This is an optimization exercise on Yosys and OpenROAD, whose aim is small area and few clock cycles per item, not a production implementation.
RTL that was checked went through simulation tests only; none was proved equivalent to the original.

Setup of main:
==> module delta_num, before the edit <==
module delta_num (
    input  logic [15:0] c0,
    input  logic [15:0] c1,
    input  logic [15:0] c3n,
    input  logic [15:0] c4n,
    output logic [18:0] num
);
    localparam int LO = 8;    
    logic [18:0] x, y, z, w, s1, k1, s2, k2;
    logic [LO:0] cy;
    assign x = {2'b0, c4n, 1'b1};       
    assign y = {3'b0, c1};
    assign z = {3'b0, c3n};
    assign w = {2'b0, c0, 1'b1};        
    assign s1 = x ^ y ^ z;
    assign k1 = {((x & y) | (x & z) | (y & z)), 1'b0};
    assign s2 = s1 ^ k1 ^ w;
    assign k2 = {((s1 & k1) | (s1 & w) | (k1 & w)), 1'b0};
    assign cy[0] = 1'b1;
    for (genvar i = 0; i < LO; i++) begin : g_lo
        assign num[i]  = s2[i] ^ k2[i] ^ cy[i];
        assign cy[i+1] = (s2[i] & k2[i]) | (s2[i] & cy[i]) | (k2[i] & cy[i]);
    end
    assign num[18:LO] = s2[18:LO] + k2[18:LO] + (19'd327680 >> LO) + (19-LO)'(cy[LO]);
endmodule
Settings: LEC_CHECK=0, CAP_MARGIN=20, CORE_MARGIN=2, CORE_UTILIZATION=65, CTS_BUF_LIST=sky130_fd_sc_hd__clkbuf_8, CTS_CLUSTER_DIAMETER=50, CTS_CLUSTER_SIZE=16, PLACE_DENSITY=0.75, SLEW_MARGIN=20; clock period 7.0 ns.
standard.sh (not shown) runs the stock make flow with config.mk's settings and CLKGATE_MAP_FILE= SYNTH_SCRIPT=/design/flow/synth_recipe.tcl, a recipe that flattens the netlist after the stock synthesis.
==> flow/flow/run.sh <==
#!/bin/bash
# The standard layout (the standard.sh, standard synthesis unchanged) with
# two make variables changed and one netlist step added:
#  - port buffers use buf_1 instead of the cell buffer_ports picks by itself
#  - the clock tree is built without dummy loads, in clusters of up to 20 sinks
#  - after synthesis, flow/polarity.py flips some full-adder cells (a full adder
#    is self-dual) and rebuilds some half adders so that fewer inverters are
#    needed; registers, ports and
#    all other cells stay as synthesis made them
set -euo pipefail
ARGS=(
  BUFFER_PORTS_ARGS="-buffer_cell sky130_fd_sc_hd__buf_1"
  CTS_ARGS="-sink_clustering_enable -repair_clock_nets -sink_clustering_size 20 -sink_clustering_max_diameter 55 -buf_list sky130_fd_sc_hd__clkbuf_8 -dont_use_dummy_load"
)
RES="$PWD/orfs/results/${FLOW_PLATFORM}/delta_top/base"
bash standard.sh "${ARGS[@]}" "$RES/1_2_yosys.v" > synth.log 2>&1
cp "$RES/1_2_yosys.v" "$RES/1_2_yosys.std.v"
python3 flow/polarity.py "$RES/1_2_yosys.std.v" "$RES/1_2_yosys.v" > polarity.log 2>&1
bash standard.sh "${ARGS[@]}" finish > standard.log 2>&1
Other scripts of this flow, unchanged in this note and not shown: flow/flow/polarity.py
Testbench counts of main, summed over its fixed seeds: cycles 5,000, deltas 4,784.
For the feature branch, these inputs were changed with respect to main:
diff --git a/flow/design.v b/flow/design.v
--- a/flow/design.v
+++ b/flow/design.v
@@ -221,11 +221,11 @@
     input  logic [15:0] c1,
     input  logic [15:0] c3n,
     input  logic [15:0] c4n,
     output logic [18:0] num
 );
-    localparam int LO = 8;    
+    localparam int LO = 10;    
     logic [18:0] x, y, z, w, s1, k1, s2, k2;
     logic [LO:0] cy;
     assign x = {2'b0, c4n, 1'b1};       
     assign y = {3'b0, c1};
     assign z = {3'b0, c3n};
Findings:
Every run (the feature branch and main) finished clean. Wire length after detailed routing: the feature branch vs main — no meaningful difference. Of the feature branch and main, the run reporting the lower synthesized instance count was the feature branch. Delta (the feature branch minus main): initial cell density of the core fell by 0.16 points, number of instances resized during post-cts repair rose by 7, final cell count without fillers stayed essentially flat, final cell area excluding filler cells stayed essentially flat. Delta (the feature branch minus main): count of buffers not belonging to the clock network in the layout went up by 9, signed area change from the synthesized netlist to the final layout now sits higher. Going from main to the feature branch, flop-to-flop setup slack shrinks by 0.47 ns.
The RTL of the feature branch was laid out without a check of its function.

* * *

## branch amber
Another version of the RTL of delta_top (not shown whole).
Size in the first run: ~40 I/O pins, roughly 23000 um^2 of cells after synthesis.
==> module delta_datapath, before the edit <==
module delta_datapath (
    input  logic signed [18:0] num,
    output logic signed [15:0] delta    
);
    logic signed [31:0] prod;
    assign prod  = (32'(num) <<< 11) + (32'(num) <<< 10) + (32'(num) <<< 7) + (32'(num) <<< 6)
                 + (32'(num) <<< 3) + (32'(num) <<< 2) + 32'(num);
    assign delta = prod[15 +: 16];
endmodule
==> module delta_num, before the edit <==
module delta_num (
    input  logic [15:0] c0,
    input  logic [15:0] c1,
    input  logic [15:0] c3n,
    input  logic [15:0] c4n,
    output logic [18:0] num
);
    localparam int LO = 8;    
    logic [18:0] x, y, z, w, s1, k1, s2, k2;
    logic [LO:0] cy;
    assign x = {2'b0, c0, 1'b1};        
    assign y = {3'b0, c1};
    assign z = {3'b0, c3n};
    assign w = {2'b0, c4n, 1'b1};       
    assign s1 = x ^ y ^ z;
    assign k1 = {((x & y) | (x & z) | (y & z)), 1'b0};
    assign s2 = s1 ^ k1 ^ w;
    assign k2 = {((s1 & k1) | (s1 & w) | (k1 & w)), 1'b0};
    assign cy[0] = 1'b1;
    for (genvar i = 0; i < LO; i++) begin : g_lo
        assign num[i]  = s2[i] ^ k2[i] ^ cy[i];
        assign cy[i+1] = (s2[i] & k2[i]) | (s2[i] & cy[i]) | (k2[i] & cy[i]);
    end
    assign num[18:LO] = s2[18:LO] + k2[18:LO] + (19'd327680 >> LO) + (19-LO)'(cy[LO]);
endmodule
export LEC_CHECK = 0
export CAP_MARGIN = 20
export CORE_MARGIN = 2
export CORE_UTILIZATION = 65
export CTS_BUF_LIST = sky130_fd_sc_hd__clkbuf_8
export CTS_CLUSTER_DIAMETER = 50
export CTS_CLUSTER_SIZE = 16
export PLACE_DENSITY = 0.75
export SLEW_MARGIN = 20
create_clock -name core_clock -period 7.0 [get_ports {clk}]
Scripts as last shown in full above: flow/flow/run.sh
Other scripts of this flow, unchanged in this note and not shown: flow/flow/polarity.py
Testbench counts of branch amber, summed over its fixed seeds: cycles 5,000, deltas 4,784.
#### Input delta (branch ember over branch amber)
==> flow/design.v, changed modules only <==
module delta_datapath (
    input  logic signed [18:0] num,
    output logic signed [15:0] delta    
);
    logic signed [31:0] prod;
    assign prod  = (32'(num) <<< 11) + (32'(num) <<< 10) + (32'(num) <<< 7) + (32'(num) <<< 6)
                 + (32'(num) <<< 3) + (32'(num) <<< 2) + 32'(num);
    assign delta = {num[18], prod[15 +: 15]};
endmodule
module delta_num (
    input  logic [15:0] c0,
    input  logic [15:0] c1,
    input  logic [15:0] c3n,
    input  logic [15:0] c4n,
    output logic [18:0] num
);
    localparam int LO = 8;    
    logic [18:0] x, y, z, w, s1, k1, s2, k2;
    logic [LO:0] cy;
    assign x = {2'b0, c4n, 1'b1};       
    assign y = {3'b0, c1};
    assign z = {3'b0, c3n};
    assign w = {2'b0, c0, 1'b1};        
    assign s1 = x ^ y ^ z;
    assign k1 = {((x & y) | (x & z) | (y & z)), 1'b0};
    assign s2 = s1 ^ k1 ^ w;
    assign k2 = {((s1 & k1) | (s1 & w) | (k1 & w)), 1'b0};
    assign cy[0] = 1'b1;
    for (genvar i = 0; i < LO; i++) begin : g_lo
        assign num[i]  = s2[i] ^ k2[i] ^ cy[i];
        assign cy[i+1] = (s2[i] & k2[i]) | (s2[i] & cy[i]) | (k2[i] & cy[i]);
    end
    assign num[18:LO] = s2[18:LO] + k2[18:LO] + (19'd327680 >> LO) + (19-LO)'(cy[LO]);
endmodule
- branch ember: all stages complete, timing, DRC and antenna checks passed
- Comparing branch ember and branch amber, the lower proportion of cell area occupied by registers was measured on branch amber.
- When the final numbers for branch ember and branch amber were put side by side, the number of global-route vias before repair turned out to be greater in branch ember.
- Via count essentially unchanged between branch amber and branch ember.
- Taking branch amber as the reference, in branch ember number of tap instances neither gained nor lost much; total area of multi-input combinational cells lost about 0.6%; post-synthesis instance area lost 78 um^2; wire length picked up an extra 0.97%.
- The lower non-clock buffer count of branch ember and branch amber is in branch ember.
- From branch amber to branch ember the numbers moved as follows: worst setup slack went up by 0.0076 ns; total iterations of the first detailed-routing run decreased by 1 relative to the old numbers.
- branch amber reports its launching instance or port of the critical path as in_coeff[0] while branch ember reports num_q[3].
Testbench counts of branch ember, summed over its fixed seeds: cycles 5,000, deltas 4,784.

* * *

Another version of the RTL of delta_top (not shown whole).
Size: roughly 1500 cells after synthesis, ~40 I/O pins, ~23000 µm² of cells after synthesis.
==> module delta_datapath, before the edit <==
module delta_datapath (
    input  logic signed [18:0] num,
    output logic signed [15:0] delta    
);
    logic signed [20:0] num3;
    logic signed [31:0] prod;
    assign num3  = 21'(num) + (21'(num) <<< 1);
    assign prod  = (32'(num3) <<< 2) + (32'(num3) <<< 6) + (32'(num3) <<< 10) + 32'(num);
    assign delta = prod[15 +: 16];
endmodule
==> module delta_top, before the edit <==
module delta_top (
    input  logic   clk,
    input  logic   rst,
    input  logic   in_valid,
    input  delta_pkg::coeff_t in_coeff,
    output logic   in_ready,
    output logic   out_valid,
    output delta_pkg::delta_t out_delta,
    input  logic   out_ready
);
    localparam int NC = delta_pkg::NUM_COEFFS;
    localparam int RL = delta_pkg::RING_LEN;
    localparam int CW = delta_pkg::COEFF_W;
    logic [RL*CW-1:0] ring;          
    logic [5:0]       phase;         
    logic [3:0]       coeff_idx;     
    logic [1:0]       frame_cnt;     
    logic             stall;
    logic             take;
    logic signed [15:0] c_f1, c_f3, c_f4;
    logic signed [18:0] num_d;
    logic signed [18:0] num_q;
    logic               num_valid;
    logic signed [15:0] delta_d;
    logic signed [15:0] delta_q;
    assign stall    = out_valid && !out_ready;
    assign in_ready = (phase == 6'd0) && !stall;
    assign take     = in_valid && in_ready;
    assign c_f1  = ring[12*CW +: CW];
    assign c_f3  = ring[38*CW +: CW];
    assign c_f4  = ring[51*CW +: CW];
    delta_num delta_num_inst (
        .c0  ({~in_coeff[15], in_coeff[14:0]}),
        .c1  ({~c_f1[15], c_f1[14:0]}),
        .c3n ({c_f3[15], ~c_f3[14:0]}),
        .c4n ({c_f4[15], ~c_f4[14:0]}),
        .num (num_d)
    );
    delta_datapath delta_datapath_inst (
        .num   (num_q),
        .delta (delta_d)
    );
    always_ff @(posedge clk) begin
        ring[CW +: (RL-1)*CW] <= ring[0 +: (RL-1)*CW];
        ring[0 +: CW]         <= take ? in_coeff : ring[(RL-1)*CW +: CW];
        if (take && frame_cnt == 2'd0) begin
            ring[1*NC*CW +: CW] <= in_coeff;
            ring[2*NC*CW +: CW] <= in_coeff;
        end
    end
    always_ff @(posedge clk) begin
        if (rst) begin
            phase     <= '0;
            coeff_idx <= '0;
            frame_cnt <= '0;
            num_valid <= 1'b0;
            out_valid <= 1'b0;
        end else begin
            if (!take) begin
                phase <= (phase == 6'(RL-1)) ? 6'd0 : phase + 6'd1;
            end
            if (take) begin
                if (coeff_idx == 4'(NC-1)) begin
                    coeff_idx <= '0;
                    if (frame_cnt != 2'd2) frame_cnt <= frame_cnt + 2'd1;
                end else begin
                    coeff_idx <= coeff_idx + 4'd1;
                end
            end
            if (!stall) begin
                num_valid <= take && (frame_cnt == 2'd2);
                out_valid <= num_valid;
            end
        end
    end
    always_ff @(posedge clk) begin
        if (take)   num_q   <= num_d;
        if (!stall) delta_q <= delta_d;
    end
    assign out_delta = {{2{delta_q[15]}}, delta_q};
endmodule
Settings: LEC_CHECK=0, CAP_MARGIN=20, CORE_MARGIN=2, CORE_UTILIZATION=65, CTS_BUF_LIST=sky130_fd_sc_hd__clkbuf_8, CTS_CLUSTER_DIAMETER=50, CTS_CLUSTER_SIZE=16, PLACE_DENSITY=0.75, SLEW_MARGIN=20; clock period 7.0 ns.
Scripts as last shown in full above: flow/flow/run.sh
Other scripts of this flow, unchanged in this note and not shown: flow/flow/polarity.py
Testbench counts at the start, summed over its fixed seeds: cycles 5,008, deltas 4,784.
==> next run, changes <==
--- a/flow/design.v
+++ b/flow/design.v
@@ -15,15 +15,14 @@
 `timescale 1ns/1ps
 module delta_datapath (
     input  logic signed [18:0] num,
     output logic signed [15:0] delta    
 );
-    logic signed [20:0] num3;
     logic signed [31:0] prod;
-    assign num3  = 21'(num) + (21'(num) <<< 1);
-    assign prod  = (32'(num3) <<< 2) + (32'(num3) <<< 6) + (32'(num3) <<< 10) + 32'(num);
-    assign delta = prod[15 +: 16];
+    assign prod  = (32'(num) <<< 11) + (32'(num) <<< 10) + (32'(num) <<< 7) + (32'(num) <<< 6)
+                 + (32'(num) <<< 3) + (32'(num) <<< 2) + 32'(num);
+    assign delta = {num[18], prod[15 +: 15]};
 endmodule
 module delta_num (
     input  logic [15:0] c0,
     input  logic [15:0] c1,
     input  logic [15:0] c3n,
@@ -31,14 +30,14 @@
     output logic [18:0] num
 );
     localparam int LO = 8;    
     logic [18:0] x, y, z, w, s1, k1, s2, k2;
     logic [LO:0] cy;
-    assign x = {2'b0, c0, 1'b1};        
+    assign x = {2'b0, c4n, 1'b1};       
     assign y = {3'b0, c1};
     assign z = {3'b0, c3n};
-    assign w = {2'b0, c4n, 1'b1};       
+    assign w = {2'b0, c0, 1'b1};        
     assign s1 = x ^ y ^ z;
     assign k1 = {((x & y) | (x & z) | (y & z)), 1'b0};
     assign s2 = s1 ^ k1 ^ w;
     assign k2 = {((s1 & k1) | (s1 & w) | (k1 & w)), 1'b0};
     assign cy[0] = 1'b1;
@@ -69,19 +68,17 @@
     logic             stall;
     logic             take;
     logic signed [15:0] c_f1, c_f3, c_f4;
     logic signed [18:0] num_d;
     logic signed [18:0] num_q;
-    logic               num_valid;
     logic signed [15:0] delta_d;
-    logic signed [15:0] delta_q;
     assign stall    = out_valid && !out_ready;
     assign in_ready = (phase == 6'd0) && !stall;
     assign take     = in_valid && in_ready;
     assign c_f1  = ring[12*CW +: CW];
-    assign c_f3  = ring[38*CW +: CW];
-    assign c_f4  = ring[51*CW +: CW];
+    assign c_f3  = ~ring[38*CW +: CW];
+    assign c_f4  = ~ring[51*CW +: CW];
     delta_num delta_num_inst (
         .c0  ({~in_coeff[15], in_coeff[14:0]}),
         .c1  ({~c_f1[15], c_f1[14:0]}),
         .c3n ({c_f3[15], ~c_f3[14:0]}),
         .c4n ({c_f4[15], ~c_f4[14:0]}),
@@ -91,22 +88,22 @@
         .num   (num_q),
         .delta (delta_d)
     );
     always_ff @(posedge clk) begin
         ring[CW +: (RL-1)*CW] <= ring[0 +: (RL-1)*CW];
-        ring[0 +: CW]         <= take ? in_coeff : ring[(RL-1)*CW +: CW];
+        ring[1*NC*CW +: CW]   <= ~ring[(NC-1)*CW +: CW];
+        ring[0 +: CW]         <= take ? in_coeff : ~ring[(RL-1)*CW +: CW];
         if (take && frame_cnt == 2'd0) begin
-            ring[1*NC*CW +: CW] <= in_coeff;
-            ring[2*NC*CW +: CW] <= in_coeff;
+            ring[1*NC*CW +: CW] <= ~in_coeff;
+            ring[2*NC*CW +: CW] <= ~in_coeff;
         end
     end
     always_ff @(posedge clk) begin
         if (rst) begin
             phase     <= '0;
             coeff_idx <= '0;
             frame_cnt <= '0;
-            num_valid <= 1'b0;
             out_valid <= 1'b0;
         end else begin
             if (!take) begin
                 phase <= (phase == 6'(RL-1)) ? 6'd0 : phase + 6'd1;
             end
@@ -116,17 +113,17 @@
                     if (frame_cnt != 2'd2) frame_cnt <= frame_cnt + 2'd1;
                 end else begin
                     coeff_idx <= coeff_idx + 4'd1;
                 end
             end
-            if (!stall) begin
-                num_valid <= take && (frame_cnt == 2'd2);
-                out_valid <= num_valid;
+            if (take) begin
+                out_valid <= (frame_cnt == 2'd2);
+            end else if (out_ready) begin
+                out_valid <= 1'b0;
             end
         end
     end
     always_ff @(posedge clk) begin
-        if (take)   num_q   <= num_d;
-        if (!stall) delta_q <= delta_d;
+        if (take) num_q <= num_d;
     end
-    assign out_delta = {{2{delta_q[15]}}, delta_q};
+    assign out_delta = {{2{delta_d[15]}}, delta_d};
 endmodule
After rerunning: Final area goes down by a few percent. Global-route usage goes down by 0.33 points. Area after synthesis goes down slightly. Worst setup slack improved by 130 ps. Routed wire length goes down by a few percent. Cell count goes down by a little under a tenth. Register-to-register slack improved by 250 ps. Worst hold slack got worse by 14 ps. Core utilization goes down by 0.95 points. Flip-flop and latch count goes down by 17.
Testbench counts after the change, summed over its fixed seeds: cycles 5,000, deltas 4,784.

-- afterwards: timing with drivers on the ports --
Ports are ideal in the flow. The routed layouts listed here were re-timed in OpenROAD. Step 1, drivers: a clkbuf_16 drives clk and a buf_2 each remaining input, both assumed. Step 2 adds t to the input delays and takes it off the output delays; t is the mean of the earliest and latest rising clock arrival at the registers after step 1. Input paths then give back, and output paths get back, about the clock's delay inside the block. Three values: ideal ports, drivers, drivers and shift; two values: the first two.
run | t, ns | setup WS [ns] | worst setup path at the end | slew at the worst register clock pin (ns)
main | 0.626 | 0.260 / 0.212 / 0.191 | input to register | 0.11 / 0.11
the feature branch | 0.645 | 0.264 / 0.214 / -0.248 | input to register | 0.11 / 0.11
branch amber | 0.643 | 0.348 / 0.350 / -0.274 | input to register | 0.12 / 0.12
branch ember | 0.656 | 0.356 / 0.309 / 0.271 | input to register | 0.11 / 0.11
the first run of note 3 | 0.656 | 0.252 / 0.272 / -0.384 | input to register | 0.11 / 0.11
the second run of note 3 | 0.662 | 0.384 / 0.337 / 0.247 | input to register | 0.12 / 0.12
Met with ideal ports but missed after step 2: setup timing in the feature branch, branch amber and the first run of note 3. For the first run of note 3, which loses most, drivers alone change the setup slack by +0.020 ns; drivers and shift together by -0.636 ns.
